Context: an optimization exercise on an open-source flow, tuned for small area. The choices shown serve that exercise and are no tape-out recipe.
The RTL was checked by simulation tests, not by an equivalence proof against the original design.
Power is estimated from default activity; no workload was simulated.

==> flow/design.v <==
`timescale 1ns/100ps
`default_nettype none
package tdc_readout_pkg;
    localparam int NB_BYTE        = 8;
    localparam int BYTES_PER_WORD = 4;
    localparam int NB_WORD        = NB_BYTE * BYTES_PER_WORD;
    localparam int NB_FINE   = 12;
    localparam int NB_COARSE = NB_WORD - NB_FINE;
    localparam int UART_DATA_BITS  = 8;
    localparam int UART_FRAME_BITS = UART_DATA_BITS + 2;
    typedef struct packed {
        logic [NB_COARSE-1:0] coarse_count;
        logic [NB_FINE-1:0]   fine_code;
    } tdc_meas_t;
    typedef union packed {
        tdc_meas_t                              meas;
        logic [BYTES_PER_WORD-1:0][NB_BYTE-1:0] bytes;
    } tdc_word_u;
endpackage
`default_nettype wire
`timescale 1ns/100ps
`default_nettype none
module tdc_readout_top
#(
    parameter int FIFO_STAGES  = 4,
    parameter int STAGE_DEPTH  = 8,
    parameter int CLKS_PER_BIT = 64,
    parameter int READ_LIMIT   = 1024
) (
    input  wire            clkWizard,
    input  wire            finish_mem_reset,
    input  wire            measure_done,
    input  wire [31:0]     measure_word,
    input  wire            start_writing,
    input  wire            start_reading,
    output logic           led_write_err,
    output logic           led_write_stage,
    output logic           led_read_stage,
    output logic           tx
);
    localparam int DEPTH = FIFO_STAGES * STAGE_DEPTH;    
    localparam int PAIRS = DEPTH / 2;
    localparam int CW    = $clog2(DEPTH + 1);            
    localparam int SW    = $clog2(DEPTH);                
    wire rst = finish_mem_reset;
    logic writing, reading;
    wire  idle = !writing && !reading;
    wire  writing_nx = !rst && (idle ? start_writing : (writing && !start_reading));
    wire  reading_nx = !rst && (reading || (idle ? !start_writing && start_reading
                                                 : (writing && start_reading)));
    always_ff @(posedge clkWizard) begin
        writing <= writing_nx;
        reading <= reading_nx;
    end
    logic [CW-1:0] cnt;
    wire           full = cnt[CW-1];
    logic          can_push;     
    wire           push = measure_done && can_push;
    always_ff @(posedge clkWizard) begin
        if (rst) begin
            led_write_err   <= 1'b0;
            led_write_stage <= 1'b0;
            led_read_stage  <= 1'b0;
        end else begin
            led_write_err   <= measure_done && writing && full;
            led_write_stage <= writing;
            led_read_stage  <= reading;
        end
    end
    logic [2:0] arrived;
    wire        head_valid = arrived[2] && (cnt != '0);
    logic       holding;
    wire        take = reading && head_valid && !holding;
    wire [CW-1:0] cnt_nx = rst  ? '0 :
                           push ? cnt + 1'b1 :
                           take ? cnt - 1'b1 : cnt;
    wire          can_push_nx = writing_nx && !cnt_nx[CW-1];
    always_ff @(posedge clkWizard) begin
        cnt      <= cnt_nx;
        can_push <= can_push_nx;
        if (rst)
            arrived <= '0;
        else
            arrived <= {arrived[1:0], cnt != '0};
    end
    logic          odd;          
    logic          pending;      
    logic          direct;       
    logic          pending_n;    
    logic          direct_n;     
    logic [SW-1:0] shifts;       
    logic          cons_pend;    
    logic          consume;      
    wire align  = reading && (shifts != '0);
    wire rd_go  = (align || cons_pend) && !odd;
    wire shift  = pending || (measure_done && direct) || rd_go;
    wire hold   = pending_n && (!measure_done || direct_n) && !rd_go;
    wire odd_nx     = !rst && !shift && !odd;
    wire pending_nx = !rst && push && (pending || odd);
    wire direct_nx  = can_push_nx && !odd_nx && !pending_nx;
    always_ff @(posedge clkWizard) begin
        odd       <= odd_nx;
        pending   <= pending_nx;
        pending_n <= !pending_nx;
        direct    <= direct_nx;
        direct_n  <= !direct_nx;
        if (rst) begin
            shifts    <= '0;
            cons_pend <= 1'b0;
        end else begin
            if (shift && !cons_pend)
                shifts <= shifts + 1'b1;
            cons_pend <= consume || (cons_pend && odd);
        end
    end
    logic        ph_a, ph_b;
    logic [31:0] dly;
    logic [31:0] pos_e [0:PAIRS-1];
    logic [31:0] pos_o [0:PAIRS-1];
    always_ff @(posedge clkWizard) begin
        if (rst) begin
            ph_a <= 1'b0;
            ph_b <= 1'b0;
        end else begin
            ph_a <= !ph_b;
            ph_b <= ph_a;
        end
    end
    always_ff @(posedge clkWizard) begin
        dly <= measure_word;
    end
    wire [31:0] src = (pending ? dly : measure_word) ^ {32{ph_b}};
    always_ff @(posedge clkWizard) begin
        pos_e[0] <= ~((src & {32{shift}}) | (pos_o[0] & {32{hold}}));
        for (int i = 1; i < PAIRS; i++)
            pos_e[i] <= ~((pos_o[i-1] & {32{shift}}) | (pos_o[i] & {32{hold}}));
        for (int i = 0; i < PAIRS; i++)
            pos_o[i] <= pos_e[i];
    end
    logic [1:0] byte_idx;        
    logic       send;
    logic       busy;
    always_ff @(posedge clkWizard) begin
        if (rst) begin
            holding  <= 1'b0;
            byte_idx <= '0;
            send     <= 1'b0;
        end else begin
            send <= holding && !busy && !send;
            if (take)
                holding <= 1'b1;
            else if (send && byte_idx == 2'd3)
                holding <= 1'b0;
            if (send)
                byte_idx <= byte_idx + 1'b1;
        end
    end
    logic [5:0] tick;
    logic [3:0] bit_idx;
    wire        bit_end = (tick == 6'd63);
    wire [1:0] cur_byte = byte_idx - 1'b1;
    wire       head_bit = pos_o[PAIRS-1][{cur_byte, bit_idx[2:0]}] ^ ph_b;
    logic      pre;
    wire       data_bit = odd ? pre : head_bit;
    always_ff @(posedge clkWizard) begin
        if (!odd)
            pre <= head_bit;
    end
    assign consume = busy && bit_end && (bit_idx == 4'd8) && (cur_byte == 2'd3);
    always_ff @(posedge clkWizard) begin
        if (rst) begin
            busy    <= 1'b0;
            tx      <= 1'b1;
            tick    <= '0;
            bit_idx <= '0;
        end else if (!busy) begin
            if (send) begin
                busy <= 1'b1;
                tx   <= 1'b0;
            end
        end else begin
            tick <= tick + 1'b1;
            if (bit_end) begin
                if (bit_idx == 4'd9) begin
                    busy    <= 1'b0;
                    tx      <= 1'b1;
                    bit_idx <= '0;
                end else begin
                    bit_idx <= bit_idx + 1'b1;
                    tx      <= bit_idx[3] ? 1'b1 : data_bit;
                end
            end
        end
    end
endmodule
`default_nettype wire
==> flow/run.sh <==
#!/bin/bash
# synth_recipe.tcl (not shown) runs the flow's synth.tcl, then flattens the netlist and writes it again
# the make line also repeats each setting of config.mk as NAME=value (left out here)
make -C /OpenROAD-flow-scripts/flow DESIGN_CONFIG=/design/flow/config.mk WORK_HOME=/design/flow/orfs CLKGATE_MAP_FILE= SYNTH_SCRIPT=/design/flow/synth_recipe.tcl finish
==> flow/config.mk <==
export PLATFORM = sky130hd
export DESIGN_NAME = tdc_readout_top
export DESIGN_NICKNAME = tdc_readout_top
export VERILOG_FILES = /design/flow/design.v
export SDC_FILE = /design/flow/constraint.sdc
export NUM_CORES = 4
export LEC_CHECK = 0
export CAP_MARGIN = 20
export CORE_MARGIN = 2
export CORE_UTILIZATION = 70
export CTS_BUF_LIST = sky130_fd_sc_hd__clkbuf_16
export CTS_CLUSTER_DIAMETER = 60
export CTS_CLUSTER_SIZE = 30
export SLEW_MARGIN = 20
==> flow/constraint.sdc <==
create_clock -name core_clock -period 5.0 [get_ports {clkWizard}]
set_input_delay 1.0000 -clock core_clock [delete_from_list [all_inputs] [get_ports {clkWizard}]]
set_output_delay 1.0000 -clock core_clock [all_outputs]
set_load 0.01 [all_outputs]
==> results of run 1 <==
worst min-delay path by stage:
stage	startpoint	end	slack, ns	cells after the start
after global placement	pos_e[12][24]	pos_o[12][24]	0.31	0
final	pos_e[9][11]	pos_o[9][11]	0.33	0
after CTS	pos_e[7][28]	pos_o[7][28]	0.33	0
after floorplan	pos_e[0][0]	pos_o[0][0]	0.31	0
after detailed placement	pos_e[14][2]	pos_o[14][2]	0.31	0
after global routing	pos_e[4][0]	pos_o[4][0]	0.33	0
worst max-delay path, delay by kind of cell, from the launching register on:
kind / cells / cell delay, ns
buffers and inverters: 3 / 0.69
DFF: 1 / 0.36
and+or+nand+nor: 1 / 0.46
AOI/OAI and AO/OA: 3 / 1.07
adders and majority gates: 1 / 0.13
kinds of logic (layout without fill, tap and decap cells):
family          after synthesis  after routing  share of synthesized area (%)
compound gates              545            545                           14.3
xor+xnor                     49             49                           1.51
simple gates                105            105                           1.90
fa+ha+maj                     8              8                          0.352
mux                          50             50                           1.76
buf+inv                     142            133                           2.59
flops                      1101           1101                           77.6
cell type report:
cell class              count  area, um2
repair buffers             54        618
fillers                  2553       9440
well taps                 525        657
flip-flops and latches   1101      22000
inverters                  10       37.5
multi-input cells         757       5640
clock buffers              49       1230
clock inverters            20        246
registers in the layout, summed over array words and instances (netlist names), 2 cells and up:
name	count
pos_o	512
shifts	5
cnt	6
bit_idx	4
tick	6
arrived	3
pos_e	512
byte_idx	2
dly	32
cells in the final DEF, fill, tap and decap left out, types with 12 or more instances in the layout:
cell type,netlist,layout
nor2_1,34,34
a22oi_1,516,516
nor2b_1,12,12
clkdlybuf4s50_1,0,40
a21oi_1,14,14
clkbuf_16,0,49
inv_1,10,13
mux2i_1,50,50
xnor2_1,40,40
nand2_1,20,20
dfxtp_1,1101,1099
stage by stage:
step	power (W)	std cells	utilization [%]	setup slack [ns]
2_1_floorplan	0.0160	2000	-	2.14
3_3_place_gp	0.0168	2447	72.7	1.51
3_5_place_dp	0.0170	2447	72.7	1.51
4_1_cts	0.0216	2516	76.3	2.07
5_1_grt	0.0225	2516	76.3	1.90
6_report	0.0214	2516	76.3	2.07
report_power, final:
part | internal [W] | total [W] | switching [W]
logic | 0.00107 | 0.00183 | 0.000758
registers | 0.0132 | 0.0150 | 0.00184
clock network | 0.00199 | 0.00455 | 0.00256
metal layers:
layer	part of all wire [%]	routed length [um]	vias to the layer above	track usage [%]
met1	48	19900	7083	28.2
met3	2.3	972	56	2.80
li1	-	-	7078	-
met5	0	0	-	0
met4	2.2	939	0	6.14
met2	48	20000	127	32.9
==> metrics.md, run 1 <==
| Metric | Value |
|---|---|
| Share of cells above drive strength 1 | `4.47%` |
| Largest net degree at the start of global routing | `172` |
| Initial antenna violation count | `0` |
| Most frequent CP cell | `buf_12` |
| Hold buffer count at cts | `0` |
| Worst-Skew Late Latency | `0.61 ns` |
| Post-DP HPWL | `23.6 mm` |
| CP cell instances | `inv_1 -> ha_1 -> or4b_1 -> a21oi_1 -> o221a_4 -> buf_12 -> buf_12 -> a22oi_1` |
| Worst Tran Pin Value | `1.08 ns` |
| Cell count after synthesis | `2000` |
| Net Count, Synth | `2045` |
| Cell taking the most area after synthesis | `dfxtp_1` |
| Placed cell area | `0.0290 mm2` |
| Die X | `205 um` |
| Reg2Reg Capture Point | `pos_e[10][21]` |
| Worst Skew | `0.0209 ns` |
| Top cells by area, synth | `dfxtp_1, a22oi_1, mux2i_1, buf_2, xnor2_1` |
| Max FO, Critical Path | `61` |
| IO Pins | `41` |
| PostCTS Resize Cnt | `0` |
| Sequential fraction of the synthesis area | `77.6%` |
| Routed Antenna Nets | `0` |
| Input/output buffers | `40` |
| Path depth of the worst reg2reg path | `8` |
| Gr usage total | `20.1%` |
| Crit end category | `register` |
| Synth Warn # | `3` |
| Setup Crit Path Kind | `register to register` |
| Fraction of registers with async set/reset | `0%` |
| Fin area | `0.0305 mm2` |
| Power Dens Cells | `702 mW/mm2` |
| Mean routed wirelength per cell | `16.6 um` |
| Min Hold Slack | `0.326 ns` |
| Max Freq | `341 MHz` |
| H-tree lvl count | `2` |
| RSZ-0062 raised after global routing | `no` |
| Fin. Hold Viols | `0` |
| Post-synth top flop | `dfxtp_1` |
| Post-Syn Area | `0.0284 mm2` |
| Setup violators final | `0` |
| Initial Utilization | `71.2%` |
| First-pass GRT wire length | `70.0 mm` |
| Seq cells post-synth | `1101` |
| Vias | `14344` |
| Number of synthesized flops with an enable pin | `0` |
| Buffer depth of the longest clock path | `3` |
| DR pass1 iterations | `5` |
| TritonCTS Sinks | `1101` |
| Commonest cells in the synthesized netlist | `dfxtp_1, a22oi_1, buf_2` |
| CP max stage delay | `0.57 ns` |
| Core box area | `0.0399 mm2` |
| WL final | `41.9 mm` |
| Reg clk slew, reported paths | `0.10 ns` |
| Gp weighted congestion | `0.756` |
| Count leader, synth | `dfxtp_1` |
| Run status | `finished clean` |
| Area fraction of the dominant cell type after synthesis | `77.6%` |
| CP required | `5.46 ns` |
| Final min period | `2.93 ns` |
| Residual DRC | `0` |
| Critical Path Sink | `pos_e[10][21]` |
| Die area | `0.0422 mm2` |
| Crit Reg-Reg Startpoint | `shifts[0]` |
| Total congestion overflow | `0` |
| Tcrit/Tclk final | `58.6%` |
| Core Rows | `73` |
| Leak Pwr | `12.8 nW` |
| Worst Hold Class | `register to register` |
| IR drop worst, VDD | `0.000619 V` |
| Critical-path top delay cell | `o221a_4` |
| Setup bufs post-CTS | `0` |
| Slew margin rel. | `28.0%` |
| CTS root buf | `clkbuf_16` |
| Critical Path AT | `3.39 ns` |
| Crit start category | `register` |
| CTS tree | `done` |
| Area grow syn2layout | `7.29%` |
| Via-per-instance ratio | `5.70` |
| Total CTS buffers | `46` |
| Max_cap viols | `0` |
| Setup tns final | `0 ns` |
| Vias in the first global route | `13994` |
| Fin nets | `2015` |
| R2R setup slack | `2.07 ns` |
| Crit path launch | `shifts[0]` |
| Post-synth cell types | `44` |
| Post-Syn Area per Cell | `14.2 um2` |
| Die height | `205 um` |
| ANT cells | `0` |
| Initial DRC count | `1183` |
| Final Max Slew Viols | `0` |
==> inputs of run 2 (changes only) <==
==> flow/flow/run.sh (new file) <==
#!/bin/bash
set -euo pipefail
export BUFFER_PORTS_ARGS="-buffer_cell sky130_fd_sc_hd__buf_1"
bash standard.sh > make.log 2>&1
==> flow/standard.sh (new file) <==
#!/bin/bash
# synth_recipe.tcl (not shown) runs the flow's synth.tcl, then flattens the netlist and writes it again
# the make line also repeats each setting of config.mk as NAME=value (left out here)
make -C /OpenROAD-flow-scripts/flow DESIGN_CONFIG=/design/flow/config.mk WORK_HOME=/design/flow/orfs CLKGATE_MAP_FILE= SYNTH_SCRIPT=/design/flow/synth_recipe.tcl "${@:-finish}"
--- a/flow/config.mk
+++ b/flow/config.mk
@@ -7,8 +7,8 @@
 export LEC_CHECK = 0
 export CAP_MARGIN = 20
 export CORE_MARGIN = 2
-export CORE_UTILIZATION = 70
-export CTS_BUF_LIST = sky130_fd_sc_hd__clkbuf_16
+export CORE_UTILIZATION = 60
+export CTS_BUF_LIST = sky130_fd_sc_hd__clkbuf_8
 export CTS_CLUSTER_DIAMETER = 60
-export CTS_CLUSTER_SIZE = 30
+export CTS_CLUSTER_SIZE = 20
 export SLEW_MARGIN = 20
removed: flow/run.sh
==> metrics.md, run 2 <==
| Metric | Value |
|---|---|
| Run status | `finished clean` |
| Max FO, Critical Path | `166 (+170%)` |
| Worst hold start | `pos_e[0][16]` |
| Area fraction of the dominant cell type after synthesis | `77.6% (unchanged)` |
| Number of synthesized flops with an enable pin | `0 (unchanged)` |
| Post-synth top flop | `dfxtp_1` |
| Fin area | `0.0299 mm2 (-1.9%)` |
| Crit path launch | `shifts[0]` |
| Reg clk slew, reported paths | `0.11 ns (about the same)` |
| Fin nets | `2037 (+1.1%)` |
| First-pass GRT wire length | `71.3 mm (+1.8%)` |
| IO Pins | `41 (unchanged)` |
| Post-Syn Area | `0.0284 mm2 (unchanged)` |
| Worst Skew | `0.0276 ns (+0.00669 ns)` |
| Worst Tran Pin Value | `1.04 ns (-0.0402 ns)` |
| Post-synth cell types | `44 (unchanged)` |
| Flop pwr share | `72.9% (+2.7 points)` |
| Setup tns final | `0 ns (unchanged)` |
| Crit Reg-Reg Startpoint | `shifts[0]` |
| Hold buffer count at cts | `0 (unchanged)` |
| Mean routed wirelength per cell | `16.2 um (-2.4%)` |
| CTS root buf | `clkbuf_8` |
| Setup bufs post-CTS | `0 (unchanged)` |
| Post-Syn Area per Cell | `14.2 um2 (unchanged)` |
| RSZ-0062 raised after global routing | `no` |
| WL final | `42.4 mm (+1.3%)` |
| Critical Path AT | `3.49 ns (+0.10 ns)` |
| Cell taking the most area after synthesis | `dfxtp_1` |
| P_sw | `0.00497 W (-3.7%)` |
| Residual DRC | `0 (unchanged)` |
| Slew margin rel. | `30.5% (+2.4 points)` |
| Core Rows | `79 (+8.2%)` |
| Most common cell after layout, fill and taps aside | `dfxtp_1` |
| Power Dens Cells | `686 mW/mm2 (-2.3%)` |
| Switching share of power | `24.2% (+0.12 points)` |
| Cell count after synthesis | `2000 (unchanged)` |
| Placed cell area | `0.0288 mm2 (-0.54%)` |
| Setup Crit Path Kind | `register to register` |
| Post-DP HPWL | `23.4 mm (-0.55%)` |
| Vias | `14472 (+0.89%)` |
| Final min period | `2.99 ns (+0.0551 ns)` |
| Hold Path Depth | `0 (unchanged)` |
| Share of cells above drive strength 1 | `5.14% (+0.67 points)` |
| Seq cells post-synth | `1101 (unchanged)` |
| Worst-Skew Late Latency | `0.67 ns (+0.06 ns)` |
| DR pass1 iterations | `7 (+2)` |
| Net Count, Synth | `2045 (unchanged)` |
| Setup violators final | `0 (unchanged)` |
| Initial Utilization | `60.9% (-10 points)` |
| Routed Antenna Nets | `0 (unchanged)` |
| Initial antenna violation count | `0 (unchanged)` |
| Initial DRC count | `1030 (-13%)` |
| Largest net degree at the start of global routing | `167 (-2.9%)` |
| Count leader, synth | `dfxtp_1` |
| IR drop worst, VDD | `0.000462 V (-25%)` |
| Vias in the first global route | `14103 (+0.78%)` |
| Total CTS buffers | `66 (+43%)` |
| Internal power | `0.0155 W (-4.3%)` |
| Top cells by area, synth | `dfxtp_1, a22oi_1, mux2i_1, buf_2, xnor2_1` |
| Gr usage total | `17.5% (-2.7 points)` |
| Commonest cells in the synthesized netlist | `dfxtp_1, a22oi_1, buf_2` |
| Tcrit/Tclk final | `59.7% (+1.1 points)` |
| Comb pwr share | `8.7% (+0.2 points)` |
| Path depth of the worst reg2reg path | `7 (-1)` |
| Synth Warn # | `3 (unchanged)` |
| Leak Pwr | `12.6 nW (-2.3%)` |
| Buffer depth of the longest clock path | `3 (unchanged)` |
| Crit end category | `register` |
| Clk network pwr share | `18.4% (-2.9 points)` |
| H-tree lvl count | `3 (+1)` |
| Max Freq | `335 MHz (-1.8%)` |
| Most frequent cells in the layout | `dfxtp_1, a22oi_1, clkbuf_8` |
| Worst Hold Class | `register to register` |
| Regs by FF count | `pos_e (512), pos_o (512), dly (32)` |
| Fraction of registers with async set/reset | `0% (unchanged)` |
| Total congestion overflow | `0 (unchanged)` |
| Max_cap viols | `0 (unchanged)` |
| Fin. Hold Viols | `0 (unchanged)` |
| Die X | `222 um (+7.9%)` |
| Input/output buffers | `40 (unchanged)` |
| Die height | `222 um (+7.9%)` |
| CP required | `5.50 ns (+0.04 ns)` |
| CTS tree | `done` |
| TritonCTS Sinks | `1101 (unchanged)` |
| PostCTS Resize Cnt | `0 (unchanged)` |
| Core box area | `0.0467 mm2 (+17%)` |
| Gp weighted congestion | `0.754 (-0.28%)` |
| Final Max Slew Viols | `0 (unchanged)` |
| Area grow syn2layout | `5.26%` |
| Crit start category | `register` |
| Die area | `0.0491 mm2 (+16%)` |
| Via-per-instance ratio | `5.54 (-2.7%)` |
| Sequential fraction of the synthesis area | `77.6% (unchanged)` |
[run 2: cell counts after synthesis]
No cell type changed its count.
[run 2: critical path, stage by stage, from the launching register on]
cell,delay [ns]
dfxtp_1,0.36
inv_1,0.07
ha_1,0.13
or4b_1,0.46
a21oi_1,0.33
o221a_4,0.58
buf_12,0.55
a22oi_1,0.16
[run 2: routing by layer]
metal | up-vias | GRT usage, % | share of wire [%]
met3 | 77 | 3.96 | 3.2
met5 | - | 0 | 0
met1 | 7125 | 24.3 | 48
li1 | 7114 | - | -
met2 | 156 | 27.1 | 46
met4 | 0 | 6.15 | 2.6
[run 2: final timing paths]
| check | to | slack [ns] |
|---|---|---|
| setup / recovery | pos_e[11][21] | 2.01 |
| hold / removal | pos_o[0][16] | 0.32 |
| setup reg to reg | pos_e[11][21] | 2.01 |
| hold reg to reg | pos_o[0][16] | 0.32 |
[run 2: logic make-up after synthesis]
logic type | count (synthesis) | synth area share [%]
and+or+nand+nor | 105 | 1.90
adders and majority gates | 8 | 0.352
muxes | 50 | 1.76
xor gates and xnor gates | 49 | 1.51
AOI/OAI and AO/OA | 545 | 14.3
buffers and inverters | 142 | 2.59
DFF | 1101 | 77.6
[run 2: metrics by stage]
step	std cells	util (%)	setup slack [ns]	hold WS (ns)	total power, W
2_1_floorplan	2000	-	2.14	0.310	0.0160
3_3_place_gp	2531	61.8	1.90	0.310	0.0168
3_5_place_dp	2531	61.8	1.89	0.312	0.0170
4_1_cts	2609	64.1	2.00	0.320	0.0208
5_1_grt	2609	64.1	1.84	0.321	0.0217
6_report	2610	64.1	2.01	0.317	0.0205
[run 2: cell type report]
type,instances,area [um2]
Sequential cell,1101,22000
Fill cell,3589,16800
Multi-Input combinational cell,757,5640
Clock buffer,72,991
Tap cell,607,759
Timing Repair Buffer,56,358
Clock inverter,6,60.1
Inverter,10,37.5
Antenna cell,1,2.50
[run 2: power groups by stage]
stage          combinational [W]  clock, W  sequential [W]
2_1_floorplan            0.00156         0          0.0144
3_3_place_gp             0.00173         0          0.0150
3_5_place_dp             0.00183         0          0.0151
4_1_cts                  0.00185   0.00394          0.0150
5_1_grt                  0.00208   0.00424          0.0154
6_report                 0.00179   0.00376          0.0149
==> inputs of run 3 (changes only) <==
--- a/flow/config.mk
+++ b/flow/config.mk
@@ -7,8 +7,8 @@
 export LEC_CHECK = 0
 export CAP_MARGIN = 20
 export CORE_MARGIN = 2
-export CORE_UTILIZATION = 60
+export CORE_UTILIZATION = 65
 export CTS_BUF_LIST = sky130_fd_sc_hd__clkbuf_8
-export CTS_CLUSTER_DIAMETER = 60
-export CTS_CLUSTER_SIZE = 20
+export CTS_CLUSTER_DIAMETER = 45
+export CTS_CLUSTER_SIZE = 22
 export SLEW_MARGIN = 20
==> metrics.md, run 3 <==
| Metric | Value |
|---|---|
| Flop pwr share | `69.3% (-3.6 points)` |
| Critical Path AT | `3.60 ns (+0.11 ns)` |
| Slew margin rel. | `34.3% (+3.8 points)` |
| Setup bufs post-CTS | `0 (unchanged)` |
| Fin. Hold Viols | `0 (unchanged)` |
| ANT cells | `0 (-1)` |
| Switching share of power | `24.5% (+0.23 points)` |
| Power Dens Cells | `706 mW/mm2 (+3.0%)` |
| Via-per-instance ratio | `5.52 (-0.48%)` |
| CP top delay family | `compound AO/OA/AOI/OAI gates` |
| Post-synthesis mux area share | `1.76% (unchanged)` |
| Die height | `213 um (-3.9%)` |
| Post-DP HPWL | `23.6 mm (+0.76%)` |
| Top cells by area, synth | `dfxtp_1, a22oi_1, mux2i_1, buf_2, xnor2_1` |
| Setup tns final | `0 ns (unchanged)` |
| Sequential fraction of the synthesis area | `77.6% (unchanged)` |
| CP cell instances | `inv_1 -> ha_1 -> or4b_1 -> a21oi_1 -> o221a_4 -> buf_4 -> a22oi_1` |
| Seq cells post-synth | `1101 (unchanged)` |
| Area of the multi-input gates | `0.00564 mm2 (unchanged)` |
| Core Rows | `76 (-3.8%)` |
| Mean routed wirelength per cell | `16.0 um (-1.4%)` |
| Vias in the first global route | `14540 (+3.1%)` |
| Initial DRC count | `1146 (+11%)` |
| Most common cell after layout, fill and taps aside | `dfxtp_1` |
| Worst-Skew Late Latency | `0.68 ns (about the same)` |
| Most frequent cells in the layout | `dfxtp_1, a22oi_1, clkbuf_8` |
| Total congestion overflow | `0 (unchanged)` |
| Core box area | `0.0431 mm2 (-7.7%)` |
| Die X | `213 um (-3.9%)` |
| Post-synth cell types | `44 (unchanged)` |
| Area fraction in compound gates after synthesis | `14.3% (unchanged)` |
| Max Freq | `326 MHz (-2.6%)` |
| Clk network pwr share | `22.4% (+4.0 points)` |
| Regs by FF count | `pos_e (512), pos_o (512), dly (32)` |
| Setup Crit Path Kind | `register to register` |
| WP buf/inv | `2 (unchanged)` |
| TritonCTS Sinks | `1101 (unchanged)` |
| Post-Syn Area | `0.0284 mm2 (unchanged)` |
| Synth Warn # | `3 (unchanged)` |
| Fin nets | `2044 (+0.34%)` |
| Residual DRC | `0 (unchanged)` |
| Post-synth top flop | `dfxtp_1` |
| Register Area | `0.0220 mm2 (unchanged)` |
| Critical-path top delay cell | `o221a_4` |
| Share of cells above drive strength 1 | `7.45% (+2.3 points)` |
| Final Max Slew Viols | `0 (unchanged)` |
| CP max stage delay | `0.90 ns (+0.32 ns)` |
| Count leader, synth | `dfxtp_1` |
| IO Pins | `41 (unchanged)` |
| Area fraction of the dominant cell type after synthesis | `77.6% (unchanged)` |
| Total CTS buffers | `73 (+11%)` |
| Max FO, Critical Path | `70 (-58%)` |
| Cell count after synthesis | `2000 (unchanged)` |
| Hold buffer count at cts | `0 (unchanged)` |
| Tcrit/Tclk final | `61.3% (+1.6 points)` |
| Routed Antenna Nets | `0 (unchanged)` |
| Buffer depth of the longest clock path | `3 (unchanged)` |
| Internal power | `0.0163 W (+4.9%)` |
| CTS root buf | `clkbuf_8` |
| Input/output buffers | `40 (unchanged)` |
| Simple logic cell fraction of the synthesized area | `1.90% (unchanged)` |
| Cell taking the most area after synthesis | `dfxtp_1` |
| Post-Syn Area per Cell | `14.2 um2 (unchanged)` |
| Final min period | `3.07 ns (+0.0800 ns)` |
| Number of synthesized flops with an enable pin | `0 (unchanged)` |
| Commonest cells in the synthesized netlist | `dfxtp_1, a22oi_1, buf_2` |
| Vias | `14557 (+0.59%)` |
| Final total power | `0.0216 W (+5.3%)` |
| Gr usage total | `19.1% (+1.6 points)` |
| Max_cap viols | `0 (unchanged)` |
| Worst Tran Pin Value | `0.986 ns (-0.0535 ns)` |
| Initial antenna violation count | `0 (unchanged)` |
| H-tree lvl count | `3 (unchanged)` |
| Crit end category | `register` |
| Fraction of registers with async set/reset | `0% (unchanged)` |
| IR drop worst, VDD | `0.000428 V (-7.3%)` |
| First-pass GRT wire length | `70.8 mm (-0.66%)` |
| Comb pwr share | `8.3% (-0.4 points)` |
| Largest family of logic cells by synthesized area | `compound AO/OA/AOI/OAI gates` |
| DR pass1 iterations | `5 (-2)` |
| Leak Pwr | `12.9 nW (+2.7%)` |
| RSZ-0062 raised after global routing | `no` |
| Fillers | `3098 (-14%)` |
| Synthesized-area fraction occupied by adder cells | `0.352% (unchanged)` |
| PostCTS Resize Cnt | `0 (unchanged)` |
| Worst Skew | `0.0395 ns (+0.0118 ns)` |
| Initial Utilization | `65.9% (+5.1 points)` |
| Gp weighted congestion | `0.779 (+3.3%)` |
| CP required | `5.54 ns (+0.04 ns)` |
| Synth Area in XOR/XNOR | `1.51% (unchanged)` |
| Run status | `finished clean` |
| Largest net degree at the start of global routing | `152 (-9.0%)` |
| Crit start category | `register` |
| Net Count, Synth | `2045 (unchanged)` |
| Area grow syn2layout | `7.60%` |
| Worst Hold Class | `register to register` |
| WL final | `42.2 mm (-0.32%)` |
| P_sw | `0.00528 W (+6.3%)` |
| Die area | `0.0454 mm2 (-7.6%)` |
| CTS tree | `done` |
| Reg clk slew, reported paths | `0.12 ns (about the same)` |
| Setup violators final | `0 (unchanged)` |
## run 3: cell counts after synthesis
Identical to the previous run, type by type.
## run 3: final cells by class
type / instances / area share [%]
sequential: 1101 / 72.1
clock inverter: 43 / 1.79
clock buffer: 86 / 3.87
inverter: 10 / 0.123
tap: 585 / 2.40
timing repair buffer: 56 / 1.21
multi-input combinational: 757 / 18.5
## run 3: per-layer routing
| metal | up-vias | GRT usage [%] | wire, um |
|---|---|---|---|
| met1 | 7140 | 25.3 | 19800 |
| li1 | 7189 | - | - |
| met4 | 0 | 6.75 | 1130 |
| met3 | 78 | 3.88 | 1190 |
| met5 | - | 0 | 0 |
| met2 | 150 | 31.4 | 20100 |
## run 3: power by group through the flow
stage / Combinational [W] / Clock, W / Sequential [W]
detailed placement: 0.00183 / 0 / 0.0151
global placement: 0.00172 / 0 / 0.0150
finish: 0.00179 / 0.00483 / 0.0150
global route: 0.00209 / 0.00531 / 0.0154
floorplan: 0.00156 / 0 / 0.0144
CTS: 0.00185 / 0.00498 / 0.0150
## run 3: logic make-up after synthesis
| kind of cell | count (synthesis) |
|---|---|
| flops | 1101 |
| buf+inv | 142 |
| simple gates | 105 |
| fa+ha+maj | 8 |
| compound gates | 545 |
| xor+xnor | 49 |
| mux | 50 |
## run 3: worst paths after layout
| path | start | end | slack [ns] | cells past startpoint |
|---|---|---|---|---|
| worst max register to register | shifts[0] | pos_e[12][11] | 1.93 | 7 |
| worst min register to register | pos_e[1][27] | pos_o[1][27] | 0.32 | 0 |
| worst max-delay path | shifts[0] | pos_e[12][11] | 1.93 | 7 |
| worst min-delay path | pos_e[1][27] | pos_o[1][27] | 0.32 | 0 |
## run 3: per-stage QoR
stage	setup WS (ns)	utilization (%)	cells	hold slack [ns]	instance area, um2
after floorplan	2.14	-	2000	0.310	28400
after global placement	1.90	66.9	2509	0.310	28800
after detailed placement	1.81	66.9	2509	0.312	28800
after CTS	1.92	70.9	2638	0.320	30600
after global routing	1.69	70.9	2638	0.322	30600
final	1.93	70.9	2638	0.316	30600
==> inputs of run 4 (changes only) <==
--- a/flow/config.mk
+++ b/flow/config.mk
@@ -9,6 +9,6 @@
 export CORE_MARGIN = 2
 export CORE_UTILIZATION = 65
 export CTS_BUF_LIST = sky130_fd_sc_hd__clkbuf_8
-export CTS_CLUSTER_DIAMETER = 45
-export CTS_CLUSTER_SIZE = 22
+export CTS_CLUSTER_DIAMETER = 35
+export CTS_CLUSTER_SIZE = 24
 export SLEW_MARGIN = 20
==> metrics.md, run 4 <==
| Metric | Value |
|---|---|
| Run status | `finished clean` |
| Post-synth top flop | `dfxtp_1` |
| CP required | `5.58 ns (+0.04 ns)` |
| Fin. Hold Viols | `0 (unchanged)` |
| Via-per-instance ratio | `5.45 (-1.2%)` |
| Fraction of registers with async set/reset | `0% (unchanged)` |
| Worst Tran Pin Value | `0.988 ns (+0.00209 ns)` |
| Routed Antenna Nets | `0 (unchanged)` |
| Die area | `0.0454 mm2 (unchanged)` |
| Initial DRC count | `1235 (+7.8%)` |
| IR drop worst, VDD | `0.000471 V (+9.9%)` |
| Gp weighted congestion | `0.779 (unchanged)` |
| Share of cells above drive strength 1 | `11.4% (+3.9 points)` |
| Fin area | `0.0318 mm2 (+4.1%)` |
| Vias | `14984 (+2.9%)` |
| RSZ-0062 raised after global routing | `no` |
| Max_cap viols | `0 (unchanged)` |
| Net Count, Synth | `2045 (unchanged)` |
| Setup violators final | `0 (unchanged)` |
| Fin nets | `2105 (+3.0%)` |
| Post-DP HPWL | `23.6 mm (unchanged)` |
| Fillers | `2965 (-4.3%)` |
| Cell taking the most area after synthesis | `dfxtp_1` |
| Number of synthesized flops with an enable pin | `0 (unchanged)` |
| WL final | `43.6 mm (+3.2%)` |
| Crit end category | `register` |
| CTS root buf | `clkbuf_8` |
| Initial antenna violation count | `0 (unchanged)` |
| Max Freq | `326 MHz (about the same)` |
| Core Rows | `76 (unchanged)` |
| Setup tns final | `0 ns (unchanged)` |
| Post-synth cell types | `44 (unchanged)` |
| Tcrit/Tclk final | `61.3% (about the same)` |
| PostCTS Resize Cnt | `0 (unchanged)` |
| Worst-Skew Late Latency | `0.76 ns (+0.08 ns)` |
| Slew margin rel. | `34.2% (-0.14 points)` |
| Die height | `213 um (unchanged)` |
| Final total power | `0.0235 W (+9.0%)` |
| Placed cell area | `0.0288 mm2 (unchanged)` |
| Largest net degree at the start of global routing | `152 (unchanged)` |
| IO Pins | `41 (unchanged)` |
| Residual DRC | `0 (unchanged)` |
| Core box area | `0.0431 mm2 (unchanged)` |
| Regs by FF count | `pos_e (512), pos_o (512), dly (32)` |
| Mean routed wirelength per cell | `15.9 um (-0.93%)` |
| Die X | `213 um (unchanged)` |
| Most common cell after layout, fill and taps aside | `dfxtp_1` |
| First-pass GRT wire length | `73.5 mm (+3.7%)` |
| Buffer depth of the longest clock path | `3 (unchanged)` |
| Sequential fraction of the synthesis area | `77.6% (unchanged)` |
| Reg clk slew, reported paths | `0.07 ns (-0.05 ns)` |
| Final Max Slew Viols | `0 (unchanged)` |
| Total congestion overflow | `0 (unchanged)` |
| Count leader, synth | `dfxtp_1` |
| TritonCTS Sinks | `1101 (unchanged)` |
| Setup bufs post-CTS | `0 (unchanged)` |
| Worst Skew | `0.0333 ns (-0.00620 ns)` |
| Area fraction of the dominant cell type after synthesis | `77.6% (unchanged)` |
| Synth Warn # | `3 (unchanged)` |
| Hold buffer count at cts | `0 (unchanged)` |
| Power Dens Cells | `739 mW/mm2 (+4.7%)` |
| DR pass1 iterations | `5 (unchanged)` |
| Max FO, Critical Path | `89 (+27%)` |
| Total CTS buffers | `134 (+84%)` |
| Leak Pwr | `13.6 nW (+5.2%)` |
| Commonest cells in the synthesized netlist | `dfxtp_1, a22oi_1, buf_2` |
| Top cells by area, synth | `dfxtp_1, a22oi_1, mux2i_1, buf_2, xnor2_1` |
| Critical Path AT | `3.64 ns (+0.04 ns)` |
| Worst Hold Class | `register to register` |
| CTS tree | `done` |
| Most frequent cells in the layout | `dfxtp_1, a22oi_1, clkbuf_8` |
| Crit start category | `register` |
| Vias in the first global route | `15270 (+5.0%)` |
| Area grow syn2layout | `12.0%` |
| Input/output buffers | `40 (unchanged)` |
| Cell count after synthesis | `2000 (unchanged)` |
| Post-Syn Area per Cell | `14.2 um2 (unchanged)` |
| Seq cells post-synth | `1101 (unchanged)` |
| H-tree lvl count | `4 (+1)` |
| ANT cells | `0 (unchanged)` |
| Post-Syn Area | `0.0284 mm2 (unchanged)` |
| Gr usage total | `20.1% (+0.98 points)` |
| Setup Crit Path Kind | `register to register` |
| Initial Utilization | `65.9% (unchanged)` |
| Final min period | `3.07 ns (-0.0000100 ns)` |
## run 4: cell counts after synthesis
Identical to the previous run, type by type.
## run 4: logic make-up after synthesis
logic type | Yosys count | share of synthesized area, %
flip-flops | 1101 | 77.6
AO/OA/AOI/OAI | 545 | 14.3
buffers and inverters | 142 | 2.59
AND/OR/NAND/NOR | 105 | 1.90
multiplexers | 50 | 1.76
XOR/XNOR | 49 | 1.51
adder cells (fa/ha/maj) | 8 | 0.352
## run 4: path summary, 6_finish.rpt
check	start	end	slack [ns]	depth (start not counted)
max	shifts[0]	pos_e[9][12]	1.93	7
min	pos_e[15][17]	pos_o[15][17]	0.31	0
max reg2reg	shifts[0]	pos_e[9][12]	1.93	7
min reg2reg	pos_e[15][17]	pos_o[15][17]	0.31	0
## run 4: routing by layer
| metal | wire length, um | track usage, % |
|---|---|---|
| met5 | 0 | 0 |
| met4 | 1080 | 9.79 |
| met3 | 1540 | 4.74 |
| met2 | 20900 | 32.5 |
| met1 | 20100 | 25.5 |
## run 4: layout make-up
cell class	instances	area, um2	area share, %
Timing Repair Buffer	56	370	1.16
Inverter	10	37.5	0.118
Clock inverter	85	847	2.66
Clock buffer	155	2130	6.71
Tap cell	585	732	2.30
Multi-Input combinational cell	757	5640	17.7
Sequential cell	1101	22000	69.3
## run 4: per-stage QoR
stage	setup WS (ns)	util [%]	hold slack, ns	std cells
final	1.93	73.8	0.308	2749
after global routing	1.69	73.8	0.307	2749
after CTS	1.92	73.8	0.286	2749
after detailed placement	1.81	66.9	0.312	2509
after global placement	1.90	66.9	0.310	2509
after floorplan	2.14	-	0.310	2000
## run 4: critical path: stages, from the launching register on
cell and delay (ns):
dfxtp_1 0.35, inv_1 0.07, ha_1 0.12, or4b_1 0.44, a21oi_1 0.36, o221a_4 0.91
buf_12 0.40, a22oi_1 0.13
## run 4: power by group
part / total, W / switching, W / internal [W]
Clock: 0.00673 / 0.00320 / 0.00352
Combinational: 0.00180 / 0.000749 / 0.00105
Sequential: 0.0150 / 0.00180 / 0.0132
Total: 0.0235 / 0.00575 / 0.0178
==> inputs of run 5 (changes only) <==
==> flow/run.sh (new file) <==
#!/bin/bash
# synth_recipe.tcl (not shown) runs the flow's synth.tcl, then flattens the netlist and writes it again
# the make line also repeats each setting of config.mk as NAME=value (left out here)
make -C /OpenROAD-flow-scripts/flow DESIGN_CONFIG=/design/flow/config.mk WORK_HOME=/design/flow/orfs CLKGATE_MAP_FILE= SYNTH_SCRIPT=/design/flow/synth_recipe.tcl finish
--- a/flow/config.mk
+++ b/flow/config.mk
@@ -7,8 +7,8 @@
 export LEC_CHECK = 0
 export CAP_MARGIN = 20
 export CORE_MARGIN = 2
-export CORE_UTILIZATION = 65
+export CORE_UTILIZATION = 60
 export CTS_BUF_LIST = sky130_fd_sc_hd__clkbuf_8
-export CTS_CLUSTER_DIAMETER = 35
-export CTS_CLUSTER_SIZE = 24
+export CTS_CLUSTER_DIAMETER = 60
+export CTS_CLUSTER_SIZE = 20
 export SLEW_MARGIN = 20
removed: flow/flow/run.sh
removed: flow/standard.sh
==> metrics.md, run 5 <==
| Metric | Value |
|---|---|
| Run status | `finished clean` |
| Most common cell after layout, fill and taps aside | `dfxtp_1` |
| Hold buffer count at cts | `0 (unchanged)` |
| Crit end category | `register` |
| CTS tree | `done` |
| Post-synthesis mux area share | `1.76% (unchanged)` |
| Max_cap viols | `0 (unchanged)` |
| Tcrit/Tclk final | `62.0% (+0.66 points)` |
| Area grow syn2layout | `5.72%` |
| GR Util met3 | `2.82% (-1.9 points)` |
| DR pass1 iterations | `5 (unchanged)` |
| Vias | `14447 (-3.6%)` |
| Worst Skew | `0.0168 ns (-0.0165 ns)` |
| Core Rows | `79 (+3.9%)` |
| Net Count, Synth | `2045 (unchanged)` |
| Most Crowded Layer GR | `met2` |
| Setup Crit Path Kind | `register to register` |
| Most frequent cells in the layout | `dfxtp_1, a22oi_1, clkbuf_8` |
| Placed cell area | `0.0291 mm2 (+0.86%)` |
| Crit start category | `register` |
| Max Freq | `323 MHz (-1.1%)` |
| Pre-CTS setup slack | `1.52 ns (-0.298 ns)` |
| Post-synth top flop | `dfxtp_1` |
| Initial Utilization | `60.9% (-5.1 points)` |
| IR drop worst, VDD | `0.000391 V (-17%)` |
| Fraction of registers with async set/reset | `0% (unchanged)` |
| Reg clk slew, reported paths | `0.12 ns (+0.05 ns)` |
| Synth Area in XOR/XNOR | `1.51% (unchanged)` |
| Setup tns final | `0 ns (unchanged)` |
| RSZ-0062 raised after global routing | `no` |
| CP required | `5.54 ns (-0.04 ns)` |
| Fin area | `0.0300 mm2 (-5.6%)` |
| Regs by FF count | `pos_e (512), pos_o (512), dly (32)` |
| Sequential fraction of the synthesis area | `77.6% (unchanged)` |
| Count leader, synth | `dfxtp_1` |
| Area fraction in compound gates after synthesis | `14.3% (unchanged)` |
| Setup bufs post-CTS | `0 (unchanged)` |
| Buffer depth of the longest clock path | `3 (unchanged)` |
| Commonest cells in the synthesized netlist | `dfxtp_1, a22oi_1, buf_2` |
| Residual DRC | `0 (unchanged)` |
| Top cells by area, synth | `dfxtp_1, a22oi_1, mux2i_1, buf_2, xnor2_1` |
| Cell count after synthesis | `2000 (unchanged)` |
| Worst-Skew Late Latency | `0.70 ns (-0.06 ns)` |
| Slew margin rel. | `38.7% (+4.6 points)` |
| GR Util met2 | `28.3% (-4.2 points)` |
| Seq cells post-synth | `1101 (unchanged)` |
| Largest net degree at the start of global routing | `197 (+30%)` |
| Area fraction of the dominant cell type after synthesis | `77.6% (unchanged)` |
| ANT cells | `0 (unchanged)` |
| Cell taking the most area after synthesis | `dfxtp_1` |
| Fin nets | `2033 (-3.4%)` |
| CTS root buf | `clkbuf_8` |
| Mean routed wirelength per cell | `16.5 um (+3.8%)` |
| Fin worst setup slack | `1.90 ns (-0.0330 ns)` |
| Simple logic cell fraction of the synthesized area | `1.90% (unchanged)` |
| Via-per-instance ratio | `5.55 (+1.9%)` |
| First-pass GRT wire length | `72.4 mm (-1.5%)` |
| IO Pins | `41 (unchanged)` |
| Path depth of the worst reg2reg path | `7 (unchanged)` |
| H-tree lvl count | `2 (-2)` |
| Crit Reg-Reg Startpoint | `shifts[0]` |
| Final min period | `3.10 ns (+0.0330 ns)` |
| Hold Path Depth | `0 (unchanged)` |
| Worst Hold Class | `register to register` |
| Met1 usage | `24.2% (-1.3 points)` |
| Gp weighted congestion | `0.772 (-0.96%)` |
| Core box area | `0.0467 mm2 (+8.3%)` |
| TritonCTS Sinks | `1101 (unchanged)` |
| Share of cells above drive strength 1 | `4.81% (-6.6 points)` |
| Area of the multi-input gates | `0.00564 mm2 (unchanged)` |
| Power Dens Cells | `678 mW/mm2 (-8.2%)` |
| Post-DP HPWL | `24.1 mm (+2.2%)` |
| Largest family of logic cells by synthesized area | `compound AO/OA/AOI/OAI gates` |
| Post-Syn Area per Cell | `14.2 um2 (unchanged)` |
| PostCTS Resize Cnt | `0 (unchanged)` |
| Post-Syn Area | `0.0284 mm2 (unchanged)` |
| Gr usage total | `17.6% (-2.5 points)` |
| Die height | `222 um (+4.0%)` |
| Worst hold start | `pos_e[4][5]` |
| Max FO, Critical Path | `55 (-38%)` |
| Min Hold Slack | `0.325 ns (+0.0169 ns)` |
| Setup violators final | `0 (unchanged)` |
| Total CTS buffers | `61 (-54%)` |
| R2R setup slack | `1.90 ns (-0.03 ns)` |
| WL final | `42.8 mm (-1.8%)` |
| Hold EP | `pos_o[4][5]` |
| Register Area | `0.0220 mm2 (unchanged)` |
| Final Max Slew Viols | `0 (unchanged)` |
| Initial DRC count | `1109 (-10%)` |
| Fillers | `3493 (+18%)` |
| Non-Filler Instances | `2602 (-5.3%)` |
| Reg2Reg Capture Point | `pos_e[9][19]` |
| Fin. Hold Viols | `0 (unchanged)` |
| Die area | `0.0491 mm2 (+8.2%)` |
| Vias in the first global route | `14426 (-5.5%)` |
| Routed Antenna Nets | `0 (unchanged)` |
| Synthesized-area fraction occupied by adder cells | `0.352% (unchanged)` |
| Input/output buffers | `40 (unchanged)` |
| Worst Tran Pin Value | `0.916 ns (-0.0720 ns)` |
| Number of synthesized flops with an enable pin | `0 (unchanged)` |
| Critical Path AT | `3.64 ns (about the same)` |
| Placed insts | `2532 (+0.92%)` |
| Initial antenna violation count | `0 (unchanged)` |
| Leak Pwr | `12.6 nW (-7.0%)` |
| Total congestion overflow | `0 (unchanged)` |
| Die X | `222 um (+4.0%)` |
| Post-synth cell types | `44 (unchanged)` |
| Synth Warn # | `3 (unchanged)` |
run 5: logic make-up (layout without fill, tap and decap cells):
kind of cell    after synthesis  count (layout)
flops                      1101            1101
compound gates              545             545
buf+inv                     142             137
simple gates                105             105
mux                          50              50
xor+xnor                     49              49
fa+ha+maj                     8               8
run 5: layout make-up:
type | count | share of cell area [%]
sequential | 1101 | 73.4
clock inverter | 5 | 0.183
inverter | 10 | 0.125
clock buffer | 65 | 2.98
multi-input combinational | 757 | 18.8
timing repair buffer | 57 | 1.97
tap | 607 | 2.53
run 5: critical path, stage by stage, from the launching register on:
cell and delay, ns:
dfxtp_1 0.37, inv_1 0.07, ha_1 0.13, or4b_1 0.45, a21oi_1 0.42, o221a_4 0.69, buf_4 0.60, a22oi_1 0.16
run 5: per-layer routing:
metal	routed length [um]	vias up	share of wire (%)
met1	20400	7165	48
met3	1180	60	2.7
met2	20200	130	47
met5	0	-	0
li1	-	7092	-
met4	1030	0	2.4
run 5: how the worst max path moves through the flow:
| stage | startpoint | endpoint | slack, ns | depth (start not counted) |
|---|---|---|---|---|
| finish | shifts[0] | pos_e[9][19] | 1.90 | 7 |
| global route | shifts[1] | pos_e[6][19] | 1.71 | 7 |
| CTS | shifts[0] | pos_e[6][19] | 1.89 | 7 |
| detailed placement | measure_done | direct_n | 1.52 | 8 |
| global placement | measure_done | direct_n | 1.53 | 8 |
| floorplan | measure_done | direct_n | 2.14 | 7 |
run 5: metrics by stage:
| step | utilization [%] | total power (W) |
|---|---|---|
| floorplan | - | 0.0160 |
| global placement | 62.3 | 0.0168 |
| detailed placement | 62.3 | 0.0170 |
| CTS | 64.4 | 0.0206 |
| global route | 64.4 | 0.0216 |
| finish | 64.4 | 0.0204 |
run 5: where the power goes:
| part | total (W) | internal [W] | switching (W) |
|---|---|---|---|
| Sequential | 0.0150 | 0.0132 | 0.00180 |
| Clock | 0.00360 | 0.00122 | 0.00237 |
| Combinational | 0.00182 | 0.00107 | 0.000754 |
==> inputs of run 6 (changes only) <==
--- a/flow/design.v
+++ b/flow/design.v
@@ -129,11 +129,12 @@
     always_ff @(posedge clkWizard) begin
         dly <= measure_word;
     end
-    wire [31:0] src = (pending ? dly : measure_word) ^ {32{ph_b}};
+    wire [31:0] src_n = ~((dly | {32{pending_n}}) & (measure_word | {32{pending}}));
+    wire [31:0] src   = src_n ^ {32{!ph_b}};
     always_ff @(posedge clkWizard) begin
-        pos_e[0] <= ~((src & {32{shift}}) | (pos_o[0] & {32{hold}}));
+        pos_e[0] <= ~((src | {32{hold}}) & (pos_o[0] | {32{shift}}));
         for (int i = 1; i < PAIRS; i++)
-            pos_e[i] <= ~((pos_o[i-1] & {32{shift}}) | (pos_o[i] & {32{hold}}));
+            pos_e[i] <= ~((pos_o[i-1] | {32{hold}}) & (pos_o[i] | {32{shift}}));
         for (int i = 0; i < PAIRS; i++)
             pos_o[i] <= pos_e[i];
     end
==> flow/flow/run.sh (new file) <==
#!/bin/bash
set -euo pipefail
export BUFFER_PORTS_ARGS="-buffer_cell sky130_fd_sc_hd__buf_1"
bash standard.sh > make.log 2>&1
==> flow/standard.sh (new file) <==
#!/bin/bash
# synth_recipe.tcl (not shown) runs the flow's synth.tcl, then flattens the netlist and writes it again
# the make line also repeats each setting of config.mk as NAME=value (left out here)
make -C /OpenROAD-flow-scripts/flow DESIGN_CONFIG=/design/flow/config.mk WORK_HOME=/design/flow/orfs CLKGATE_MAP_FILE= SYNTH_SCRIPT=/design/flow/synth_recipe.tcl "${@:-finish}"
removed: flow/run.sh
==> metrics.md, run 6 <==
| Metric | Value |
|---|---|
| Run status | `finished clean` |
| Top cells by area, synth | `dfxtp_1, o22ai_1, xnor2_1, buf_4, clkbuf_1` |
| Crit start category | `register` |
| TritonCTS Sinks | `1101 (unchanged)` |
| Worst-Skew Late Latency | `0.65 ns (-0.05 ns)` |
| Tcrit/Tclk final | `60.8% (-1.2 points)` |
| Total CTS buffers | `66 (+8.2%)` |
| Count leader, synth | `dfxtp_1` |
| Fraction of registers with async set/reset | `0% (unchanged)` |
| Max Freq | `329 MHz (+2.0%)` |
| Vias in the first global route | `13625 (-5.6%)` |
| Slew margin rel. | `35.8% (-3.0 points)` |
| Fin. Hold Viols | `0 (unchanged)` |
| H-tree lvl count | `3 (+1)` |
| Critical Path AT | `3.54 ns (-0.10 ns)` |
| Synth Warn # | `3 (unchanged)` |
| Residual DRC | `0 (unchanged)` |
| Initial DRC count | `924 (-17%)` |
| Final Max Slew Viols | `0 (unchanged)` |
| Seq cells post-synth | `1101 (unchanged)` |
| Hold buffer count at cts | `0 (unchanged)` |
| Net Count, Synth | `2049 (+0.20%)` |
| Reg clk slew, reported paths | `0.11 ns (about the same)` |
| Via-per-instance ratio | `5.39 (-2.9%)` |
| Share of cells above drive strength 1 | `5.38% (+0.57 points)` |
| Worst Hold Class | `register to register` |
| P_sw | `0.00478 W (-2.9%)` |
| Post-DP HPWL | `21.6 mm (-10%)` |
| Initial Utilization | `60.9% (about the same)` |
| Post-Syn Area | `0.0277 mm2 (-2.4%)` |
| Gr usage total | `16.2% (-1.3 points)` |
| Number of synthesized flops with an enable pin | `0 (unchanged)` |
| Post-Syn Area per Cell | `13.8 um2 (-2.6%)` |
| Mean routed wirelength per cell | `14.8 um (-9.9%)` |
| Fillers | `3532 (+1.1%)` |
| IO Pins | `41 (unchanged)` |
| Power Dens Cells | `706 mW/mm2 (+4.1%)` |
| Routed Antenna Nets | `0 (unchanged)` |
| Setup violators final | `0 (unchanged)` |
| Total congestion overflow | `0 (unchanged)` |
| IR drop worst, VDD | `0.000330 V (-15%)` |
| Non-Filler Instances | `2608 (+0.23%)` |
| Die area | `0.0479 mm2 (-2.4%)` |
| Max_cap viols | `0 (unchanged)` |
| Fin nets | `2041 (+0.39%)` |
| Setup bufs post-CTS | `0 (unchanged)` |
| Fin area | `0.0292 mm2 (-2.9%)` |
| CTS root buf | `clkbuf_8` |
| Gp weighted congestion | `0.687 (-11%)` |
| Max FO, Critical Path | `92 (+67%)` |
| Cell taking the most area after synthesis | `dfxtp_1` |
| PostCTS Resize Cnt | `0 (unchanged)` |
| Commonest cells in the synthesized netlist | `dfxtp_1, o22ai_1, clkbuf_1` |
| Clk network pwr share | `18.2% (+0.5 points)` |
| Worst Skew | `0.0193 ns (+0.00250 ns)` |
| Die X | `219 um (-1.2%)` |
| ANT cells | `0 (unchanged)` |
| Setup tns final | `0 ns (unchanged)` |
| Post-synth cell types | `45 (+2.3%)` |
| Post-synth top flop | `dfxtp_1` |
| Area fraction of the dominant cell type after synthesis | `79.5% (+1.9 points)` |
| Comb pwr share | `9.8% (+0.9 points)` |
| Setup Crit Path Kind | `register to register` |
| Worst Tran Pin Value | `0.963 ns (+0.0478 ns)` |
| Area grow syn2layout | `5.21%` |
| Core Rows | `78 (-1.3%)` |
| First-pass GRT wire length | `64.8 mm (-10%)` |
| Most common cell after layout, fill and taps aside | `dfxtp_1` |
| Initial antenna violation count | `0 (unchanged)` |
| CP required | `5.50 ns (-0.04 ns)` |
| Most frequent cells in the layout | `dfxtp_1, o22ai_1, clkbuf_8` |
| DR pass1 iterations | `6 (+1)` |
| Placed cell area | `0.0281 mm2 (-3.3%)` |
| WL final | `38.7 mm (-9.7%)` |
| Flop pwr share | `72.0% (-1.4 points)` |
| Largest net degree at the start of global routing | `197 (unchanged)` |
| Switching share of power | `23.2% (-0.94 points)` |
| CTS tree | `done` |
| Input/output buffers | `40 (unchanged)` |
| Cell count after synthesis | `2004 (+0.20%)` |
| RSZ-0062 raised after global routing | `no` |
| Vias | `14064 (-2.7%)` |
| Internal power | `0.0158 W (+2.3%)` |
| Die height | `219 um (-1.2%)` |
| Regs by FF count | `pos_e (512), pos_o (512), dly (32)` |
| Buffer depth of the longest clock path | `3 (unchanged)` |
| Crit end category | `register` |
| Final min period | `3.04 ns (-0.0595 ns)` |
| Core box area | `0.0455 mm2 (-2.5%)` |
| Leak Pwr | `11.3 nW (-11%)` |
| Post-Route Utilization | `64.1% (-0.25 points)` |
| Sequential fraction of the synthesis area | `79.5% (+1.9 points)` |
| Placed insts | `2528 (-0.16%)` |
## run 6: worst max-delay path: stages, from the launching register on
cell and delay (ns):
dfxtp_1 0.37, inv_1 0.08, ha_1 0.14, or4b_1 0.43, a21oi_1 0.34, o221a_4 0.87
buf_12 0.43, o22ai_1 0.16
## run 6: path summary, 6_finish.rpt
| kind | from | to | slack, ns | depth (start not counted) |
|---|---|---|---|---|
| hold / removal | pos_e[13][16] | pos_o[13][16] | 0.33 | 0 |
| hold reg to reg | pos_e[13][16] | pos_o[13][16] | 0.33 | 0 |
| setup reg to reg | shifts[0] | pos_e[15][18] | 1.96 | 7 |
| setup / recovery | shifts[0] | pos_e[15][18] | 1.96 | 7 |
## run 6: per-layer routing
layer  vias to the layer above  GRT usage [%]  routed length (um)
met2                       113           25.4               16700
met4                         0           5.07                 680
met1                      6669           22.6               20200
li1                       7228              -                   -
met5                         -              0                   0
met3                        54           3.63                1110
## run 6: layout make-up
cell class              count  area (um2)  share of cell area (%)
repair buffers             60         389                    1.33
inverters                  10        37.5                   0.129
clock inverters             8        62.6                   0.215
flip-flops and latches   1101       22000                    75.6
well taps                 600         751                    2.57
clock buffers              72         991                    3.40
multi-input cells         757        4880                    16.7
## run 6: power groups by stage
stage	Sequential [W]	Combinational [W]	Clock (W)
2_1_floorplan	0.0145	0.00180	0
3_3_place_gp	0.0149	0.00192	0
3_5_place_dp	0.0151	0.00204	0
4_1_cts	0.0149	0.00204	0.00393
5_1_grt	0.0153	0.00223	0.00423
6_report	0.0148	0.00201	0.00374
## run 6: metrics by stage
step | hold slack (ns) | power (W) | setup slack [ns]
after floorplan | 0.310 | 0.0163 | 2.14
after global placement | 0.309 | 0.0168 | 1.88
after detailed placement | 0.312 | 0.0171 | 1.87
after CTS | 0.328 | 0.0208 | 1.94
after global routing | 0.336 | 0.0218 | 1.68
final | 0.326 | 0.0206 | 1.96
## run 6: logic make-up (layout without fill, tap and decap cells)
logic type	after synthesis	in the layout	synth area share [%]
simple gates	105	105	1.95
compound gates	577	577	13.1
flops	1101	1101	79.5
buf+inv	146	150	2.91
mux	18	18	0.650
xor+xnor	49	49	1.55
fa+ha+maj	8	8	0.361
==> inputs of run 7 (changes only) <==
==> flow/run.sh (new file) <==
#!/bin/bash
# synth_recipe.tcl (not shown) runs the flow's synth.tcl, then flattens the netlist and writes it again
# the make line also repeats each setting of config.mk as NAME=value (left out here)
make -C /OpenROAD-flow-scripts/flow DESIGN_CONFIG=/design/flow/config.mk WORK_HOME=/design/flow/orfs CLKGATE_MAP_FILE= SYNTH_SCRIPT=/design/flow/synth_recipe.tcl finish
--- a/flow/config.mk
+++ b/flow/config.mk
@@ -10,5 +10,5 @@
 export CORE_UTILIZATION = 60
 export CTS_BUF_LIST = sky130_fd_sc_hd__clkbuf_8
 export CTS_CLUSTER_DIAMETER = 60
-export CTS_CLUSTER_SIZE = 20
+export CTS_CLUSTER_SIZE = 22
 export SLEW_MARGIN = 20
removed: flow/flow/run.sh
removed: flow/standard.sh
==> metrics.md, run 7 <==
| Metric | Value |
|---|---|
| Run status | `finished clean` |
| CTS root buf | `clkbuf_8` |
| Net Count, Synth | `2049 (unchanged)` |
| Post-DP HPWL | `21.6 mm (-0.29%)` |
| Post-synthesis mux area share | `0.650% (unchanged)` |
| CTS tree | `done` |
| Simple logic cell fraction of the synthesized area | `1.95% (unchanged)` |
| Worst Skew | `0.0284 ns (+0.00907 ns)` |
| Mean routed wirelength per cell | `15.0 um (+1.2%)` |
| Post-synth cell types | `45 (unchanged)` |
| Vias | `14182 (+0.84%)` |
| Power Dens Cells | `698 mW/mm2 (-1.2%)` |
| Initial DRC count | `997 (+7.9%)` |
| Post-synth top flop | `dfxtp_1` |
| Critical Path AT | `3.40 ns (-0.14 ns)` |
| CP cell instances | `inv_1 -> ha_1 -> or4b_1 -> a21oi_1 -> o221a_4 -> buf_4 -> o22ai_1` |
| Fin nets | `2028 (-0.64%)` |
| Worst Hold Class | `register to register` |
| Die X | `219 um (unchanged)` |
| CP required | `5.52 ns (+0.02 ns)` |
| Most common cell after layout, fill and taps aside | `dfxtp_1` |
| Initial antenna violation count | `0 (unchanged)` |
| Post-Syn Area per Cell | `13.8 um2 (unchanged)` |
| Top cells by area, synth | `dfxtp_1, o22ai_1, xnor2_1, buf_4, clkbuf_1` |
| Buffer depth of the longest clock path | `3 (unchanged)` |
| Synth Warn # | `3 (unchanged)` |
| Slew margin rel. | `38.3% (+2.6 points)` |
| Synthesized-area fraction occupied by adder cells | `0.361% (unchanged)` |
| DR pass1 iterations | `4 (-2)` |
| Via-per-instance ratio | `5.47 (+1.4%)` |
| Worst-Skew Late Latency | `0.70 ns (+0.05 ns)` |
| Hold buffer count at cts | `0 (unchanged)` |
| Area grow syn2layout | `5.25% (about the same)` |
| Regs by FF count | `pos_e (512), pos_o (512), dly (32)` |
| Crit start category | `register` |
| Reg clk slew, reported paths | `0.12 ns (about the same)` |
| Area fraction of the dominant cell type after synthesis | `79.5% (unchanged)` |
| Synth Area in XOR/XNOR | `1.55% (unchanged)` |
| Tcrit/Tclk final | `57.5% (-3.3 points)` |
| Area fraction in compound gates after synthesis | `13.1% (unchanged)` |
| CP top delay family | `compound AO/OA/AOI/OAI gates` |
| Final min period | `2.88 ns (-0.163 ns)` |
| Count leader, synth | `dfxtp_1` |
| Die area | `0.0479 mm2 (unchanged)` |
| Max_cap viols | `0 (unchanged)` |
| Routed Antenna Nets | `0 (unchanged)` |
| TritonCTS Sinks | `1101 (unchanged)` |
| Fraction of registers with async set/reset | `0% (unchanged)` |
| Vias in the first global route | `13749 (+0.91%)` |
| Residual DRC | `0 (unchanged)` |
| RSZ-0062 raised after global routing | `no` |
| Share of cells above drive strength 1 | `4.67% (-0.71 points)` |
| Final total power | `0.0203 W (-1.2%)` |
| Setup Crit Path Kind | `register to register` |
| Leak Pwr | `11.3 nW (-0.24%)` |
| Post-Syn Area | `0.0277 mm2 (unchanged)` |
| Number of synthesized flops with an enable pin | `0 (unchanged)` |
| Cell count after synthesis | `2004 (unchanged)` |
| Setup violators final | `0 (unchanged)` |
| Gp weighted congestion | `0.708 (+3.1%)` |
| Commonest cells in the synthesized netlist | `dfxtp_1, o22ai_1, clkbuf_1` |
| Largest net degree at the start of global routing | `186 (-5.6%)` |
| Total CTS buffers | `57 (-14%)` |
| WP buf/inv | `2 (unchanged)` |
| H-tree lvl count | `2 (-1)` |
| Crit end category | `register` |
| Initial Utilization | `60.9% (unchanged)` |
| PostCTS Resize Cnt | `0 (unchanged)` |
| Critical-path top delay cell | `buf_4` |
| Setup tns final | `0 ns (unchanged)` |
| Core box area | `0.0455 mm2 (unchanged)` |
| WL final | `38.9 mm (+0.61%)` |
| Seq cells post-synth | `1101 (unchanged)` |
| Max FO, Critical Path | `84 (-8.7%)` |
| Cell taking the most area after synthesis | `dfxtp_1` |
| Fillers | `3544 (+0.34%)` |
| Die height | `219 um (unchanged)` |
| Core Rows | `78 (unchanged)` |
| Most frequent cells in the layout | `dfxtp_1, o22ai_1, clkbuf_8` |
| IR drop worst, VDD | `0.000395 V (+20%)` |
| IO Pins | `41 (unchanged)` |
| Fin. Hold Viols | `0 (unchanged)` |
| ANT cells | `0 (unchanged)` |
| Gr usage total | `16.2% (-0.022 points)` |
| Largest family of logic cells by synthesized area | `compound AO/OA/AOI/OAI gates` |
| Setup bufs post-CTS | `0 (unchanged)` |
| Input/output buffers | `40 (unchanged)` |
| Worst Tran Pin Value | `0.925 ns (-0.0386 ns)` |
| Final Max Slew Viols | `0 (unchanged)` |
| First-pass GRT wire length | `65.4 mm (+0.95%)` |
| CP max stage delay | `0.66 ns (-0.21 ns)` |
| Sequential fraction of the synthesis area | `79.5% (unchanged)` |
| Max Freq | `348 MHz (+5.7%)` |
| Total congestion overflow | `0 (unchanged)` |
==> run 7: cell counts after synthesis <==
Identical to the previous run, type by type.
==> run 7: path summary, 6_finish.rpt <==
path	startpoint	cells past startpoint	slack (ns)	end
max	shifts[0]	7	2.12	pos_e[0][6]
min	pos_e[11][1]	0	0.32	pos_o[11][1]
max reg2reg	shifts[0]	7	2.12	pos_e[0][6]
min reg2reg	pos_e[11][1]	0	0.32	pos_o[11][1]
==> run 7: layout make-up <==
type                    count  area [um2]  area share, %
inverters                  10        37.5          0.129
flip-flops and latches   1101       22000           75.6
clock buffers              60         826           2.83
multi-input cells         757        4880           16.7
clock inverters             9        70.1          0.240
repair buffers             56         558           1.91
well taps                 600         751           2.57
==> run 7: per-layer routing <==
metal	share of wire (%)	track usage (%)
met3	3.2	2.92
met5	0	0
met4	2.4	5.52
met1	52	23.0
met2	43	25.2
==> run 7: metrics by stage <==
step | utilization (%) | hold WS [ns] | instances | area [um2] | setup WS, ns
2_1_floorplan | - | 0.310 | 2004 | 27700 | 2.14
3_3_place_gp | 62.2 | 0.310 | 2524 | 28300 | 1.53
3_5_place_dp | 62.2 | 0.312 | 2524 | 28300 | 1.44
4_1_cts | 64.1 | 0.314 | 2593 | 29200 | 2.11
5_1_grt | 64.1 | 0.325 | 2593 | 29200 | 1.93
6_report | 64.1 | 0.317 | 2593 | 29200 | 2.12
==> run 7: cells by family (layout without fill, tap and decap cells) <==
| kind of cell | after synthesis | count (layout) |
|---|---|---|
| AO/OA/AOI/OAI | 577 | 577 |
| XOR/XNOR | 49 | 49 |
| adder cells (fa/ha/maj) | 8 | 8 |
| buffers and inverters | 146 | 135 |
| flip-flops | 1101 | 1101 |
| multiplexers | 18 | 18 |
| AND/OR/NAND/NOR | 105 | 105 |
==> run 7: power by group <==
part	internal, W	total, W	leakage, nW	switching, W
logic	0.00130	0.00202	1.54	0.000721
clock network	0.00110	0.00350	0.460	0.00239
registers	0.0132	0.0148	9.26	0.00165
==> run 7: worst register-to-register path, cell delays in order (launching register included) <==
cell and delay (ns):
dfxtp_1 0.37, inv_1 0.08, ha_1 0.13, or4b_1 0.44, a21oi_1 0.34, o221a_4 0.37, buf_4 0.67, o22ai_1 0.30

## separate check: timing with driven ports
In the flow no input, the clock included, has a driving cell. The finished layouts below were timed again as built, in two steps.
Step 1 sets driving cells, clkbuf_16 on the clock port and buf_2 on the other inputs (assumed; they add their load-dependent delay and slew).
Step 2 moves the port delays by t, midway between the first and last clock arrival at a register: inputs arrive t later, outputs are due t later. That takes back most of the time a late clock gives input paths.
Three values: ideal, step 1, step 2; two values: the first two.
| run | t (ns) | setup WS [ns] | worst hold slack (ns) | worst data-port slew with drivers (ns) |
|---|---|---|---|---|
| run 1 | 0.658 | 2.070 / 2.070 / 1.489 | 0.326 / 0.326 / 0.326 | 0.04 |
| run 2 | 0.711 | 2.015 / 2.015 / 1.914 | 0.317 / 0.317 / 0.317 | 0.03 |
| run 3 | 0.712 | 1.935 / 1.935 / 1.771 | 0.316 / 0.316 / 0.316 | 0.04 |
| run 4 | 0.794 | 1.935 / 1.935 / 1.744 | 0.308 / 0.308 / 0.308 | 0.03 |
| run 5 | 0.743 | 1.902 / 1.902 / 1.506 | 0.325 / 0.325 / 0.325 | 0.04 |
| run 6 | 0.692 | 1.961 / 1.961 / 1.872 | 0.326 / 0.326 / 0.326 | 0.04 |
| run 7 | 0.738 | 2.124 / 2.124 / 1.466 | 0.317 / 0.317 / 0.317 | 0.05 |
After both steps setup and hold are still met in every run listed. The setup slack of run 7, which loses most, moves by 0.000 ns with the drivers and by -0.658 ns with both steps.
